This design comes from an exercise in tuning for small area and a short achievable clock period on the open sky130 flow, not from production work.
In this exercise RTL edits were held to simulation tests only and were not proved equivalent to the original.
No activity file was given, so power comes from the tool's default toggle rates.

==> module aluLane, before the edit <==
module aluLane (
    input  logic [4:0]                  op,
    input  logic [aluPkg::DATA_W-1:0]   a,
    input  logic [aluPkg::DATA_W-1:0]   b,
    output logic [aluPkg::DATA_W-1:0]   res,
    output logic                        carry,
    output logic                        ovf,
    output logic                        cond
);
    logic        arith;
    logic        sub;
    logic [31:0] bx;
    logic [31:0] sum;
    logic        cout;
    logic        ovfRaw;
    logic        lt;
    logic        shArith;
    logic        shLeft;
    logic [4:0]  shAmt;
    logic [31:0] shData;
    logic [31:0] shOut;
    logic [5:0]  clCnt;
    logic        bZero;
    function automatic logic [31:0] rev(input logic [31:0] x);
        for (int i = 0; i < 32; i = i + 1)
            rev[i] = x[31-i];
    endfunction
    function automatic logic [16:0] ripple16(input logic [15:0] x, input logic [15:0] y, input logic ci);
        logic c;
        c = ci;
        for (int i = 0; i < 16; i = i + 1)
        begin
            ripple16[i] = x[i] ^ y[i] ^ c;
            c           = (x[i] & y[i]) | (c & (x[i] ^ y[i]));
        end
        ripple16[16] = c;
    endfunction
    assign arith = op[4];
    logic [16:0] lo;
    logic [16:0] hi0;
    logic [16:0] hi1;
    assign sub = op[1];
    assign bx  = b ^ {32{sub}};
    assign lo  = ripple16(a[15:0], bx[15:0], sub);
    assign hi0 = ripple16(a[31:16], bx[31:16], 1'b0);
    assign hi1 = ~ripple16(~a[31:16], ~bx[31:16], 1'b0);
    assign {cout, sum} = {lo[16] ? hi1 : hi0, lo[15:0]};
    assign ovfRaw = (a[31] == bx[31]) && (sum[31] != a[31]);
    assign ovf    = arith && !op[2] && !op[3] && ovfRaw;
    assign carry  = arith && !op[2] && !op[3] && (op[1] ? !cout : (op[0] && cout));
    assign lt     = op[0] ? !cout : (sum[31] ^ ovfRaw);
    logic [31:0] s0, s1, s2, s3, s4;
    logic        fill;
    assign shArith = op[1] && op[0];             
    assign shLeft  = !op[1];                     
    assign shAmt   = op[2] ? (shArith ? b[4:0] : a[4:0]) : 5'd1;
    assign shData  = shArith ? a : (shLeft ? rev(b) : b);
    assign fill    = shArith && a[31];
    logic [63:0] e0, e1;
    logic [3:0]  d0, d1;
    assign d0 = 4'b1 << shAmt[1:0];
    assign d1 = 4'b1 << shAmt[3:2];
    assign e0 = {{32{fill}}, shData};
    always_comb
        for (int i = 0; i < 32; i++)
            s1[i] = (d0[0] & e0[i]) | (d0[1] & e0[i+1]) | (d0[2] & e0[i+2]) | (d0[3] & e0[i+3]);
    assign e1 = {{32{fill}}, s1};
    always_comb
        for (int i = 0; i < 32; i++)
            s3[i] = (d1[0] & e1[i]) | (d1[1] & e1[i+4]) | (d1[2] & e1[i+8]) | (d1[3] & e1[i+12]);
    assign s4    = shAmt[4] ? {{16{fill}}, s3[31:16]} : s3;
    assign shOut = s4;
    logic [31:0] x;
    logic [15:0] al0; logic [15:0]      c0;
    logic [7:0]  al1; logic [7:0][1:0] c1;
    logic [3:0]  al2; logic [3:0][2:0] c2;
    logic [1:0]  al3; logic [1:0][3:0] c3;
    logic        al4; logic [4:0]      c4;
    assign x = a ^ {32{op[0]}};
    always_comb
    begin
        for (int i = 0; i < 16; i++)
        begin
            al0[i] = x[2*i+1] & x[2*i];
            c0[i]  = x[2*i+1];
        end
        for (int i = 0; i < 8; i++)
        begin
            al1[i] = al0[2*i+1] & al0[2*i];
            c1[i]  = al0[2*i+1] ? {1'b1, c0[2*i]} : {1'b0, c0[2*i+1]};
        end
        for (int i = 0; i < 4; i++)
        begin
            al2[i] = al1[2*i+1] & al1[2*i];
            c2[i]  = al1[2*i+1] ? {1'b1, c1[2*i]} : {1'b0, c1[2*i+1]};
        end
        for (int i = 0; i < 2; i++)
        begin
            al3[i] = al2[2*i+1] & al2[2*i];
            c3[i]  = al2[2*i+1] ? {1'b1, c2[2*i]} : {1'b0, c2[2*i+1]};
        end
        al4 = al3[1] & al3[0];
        c4  = al3[1] ? {1'b1, c3[0]} : {1'b0, c3[1]};
    end
    assign clCnt = {al4, al4 ? 5'b0 : c4};
    assign bZero = (b == 32'b0);
    assign cond  = !arith && op[3] && !op[2] && (op[0] ? !bZero : bZero);
    logic selSum, selLt, selLog, selClz, selShR, selShL;
    assign selSum = arith && !op[3] && !op[2];
    assign selLt  = arith && op[3];
    assign selLog = arith && !op[3] && op[2];
    assign selClz = !arith && op[3] && op[2];
    assign selShR = !arith && !op[3] && op[1];
    assign selShL = !arith && !op[3] && !op[1];
    logic selSh;
    assign selSh = !arith && !op[3];
    logic [3:0] tt;
    assign tt[3] = (selLog && !op[1]) || cond;
    assign tt[2] = (selLog && (op[1] ^ op[0])) || cond;
    assign tt[1] = selLog && (op[1] ^ op[0]);
    assign tt[0] = selLog && op[1] && op[0];
    logic [31:0] shRev;
    logic [31:0] shFin;
    assign shRev = rev(shOut);
    assign shFin = shLeft ? shRev : shOut;
    always_comb
    begin
        for (int i = 0; i < 32; i++)
            res[i] = (a[i] && b[i] && tt[3]) || (a[i] && !b[i] && tt[2]) ||
                     (!a[i] && b[i] && tt[1]) || (!a[i] && !b[i] && tt[0]) ||
                     (selSum && sum[i]) || (selSh && shFin[i]);
        res[5:0] = res[5:0] | ({6{selClz}} & clCnt);
        res[0]   = res[0] | (selLt && lt);
    end
endmodule
clock: 26.0 ns
lec_check: 0
cap_margin: 20
core_margin: 2
core_utilization: 40
cts_buf_list: sky130_fd_sc_hd__clkbuf_8
cts_cluster_diameter: 300
cts_cluster_size: 16
slew_margin: 20
standard.sh (not shown) runs the stock make flow with config.mk's settings and CLKGATE_MAP_FILE= SYNTH_SCRIPT=/design/flow/synth_recipe.tcl, a recipe that flattens the netlist after the stock synthesis.
==> flow/flow/run.sh <==
#!/bin/bash
# The standard layout, with plain buffers on the ports instead of the
# delay buffers buffer_ports picks on its own, repair aiming for slack well
# beyond the clock target, and no dummy clock loads. Tool output goes to
# make.log here and to orfs/logs.
set -euo pipefail
bash standard.sh \
  "BUFFER_PORTS_ARGS=-buffer_cell sky130_fd_sc_hd__buf_1" \
  SETUP_SLACK_MARGIN=15 \
  "CTS_ARGS=-sink_clustering_enable -repair_clock_nets -sink_clustering_size 16 -sink_clustering_max_diameter 300 -buf_list sky130_fd_sc_hd__clkbuf_8 -dont_use_dummy_load" \
  finish > make.log 2>&1
Next try:
--- a/flow/design.v
+++ b/flow/design.v
@@ -98,11 +98,11 @@
     assign sub = op[1];
     assign bx  = b ^ {32{sub}};
     assign lo  = ripple16(a[15:0], bx[15:0], sub);
     assign hi0 = ripple16(a[31:16], bx[31:16], 1'b0);
     assign hi1 = ~ripple16(~a[31:16], ~bx[31:16], 1'b0);
-    assign {cout, sum} = {lo[16] ? hi1 : hi0, lo[15:0]};
+    assign {cout, sum} = {(hi1 & {17{lo[16]}}) | (hi0 & {17{!lo[16]}}), lo[15:0]};
     assign ovfRaw = (a[31] == bx[31]) && (sum[31] != a[31]);
     assign ovf    = arith && !op[2] && !op[3] && ovfRaw;
     assign carry  = arith && !op[2] && !op[3] && (op[1] ? !cout : (op[0] && cout));
     assign lt     = op[0] ? !cout : (sum[31] ^ ovfRaw);
     logic [31:0] s0, s1, s2, s3, s4;
The changed run produced a clean layout.
Non-clock buffer count rose by 7.
Final cell count grows slightly.
Fmax barely changes.
Clock-buffer cell count is unchanged.
Clock power hardly moves.
Wire length grows by a little under a tenth.
Critical path depth is unchanged.
Power stays flat.
Clock skew grows by 0.018 ns.
First-iteration DRC count stays flat.
Worst hold slack gains 0.010 ns.
Worst setup slack degrades by 0.011 ns.
Sequential power is about the same.

[re-timing with driven ports]
How much do the figures lean on ideal ports? The routed layouts below were timed once more, with nothing changed but the port constraints. Step 1: set_driving_cell puts a clkbuf_16 on clk and a buf_2 on each other input, an assumption about the parent block. Step 2, shift: input delay + t, output delay - t, t = (earliest + latest rising clock arrival at the registers) / 2. This alone moves slack from input paths to output paths. a / b / c = ideal / step 1 / step 2; a / b = the first two.
run	t, ns	setup WS [ns]	worst setup path after step 2	slew at the worst register clock pin (ns)	pins driven straight from the clock port
the first run	0.606	14.729 / 14.689 / 14.689	input to output	0.10 / 0.10	1
the second run	0.597	14.717 / 14.686 / 14.686	input to output	0.11 / 0.11	1
After both steps every run listed still meets setup and hold. For the first run, which loses most, drivers alone change the setup slack by -0.040 ns; drivers and shift together by -0.040 ns.
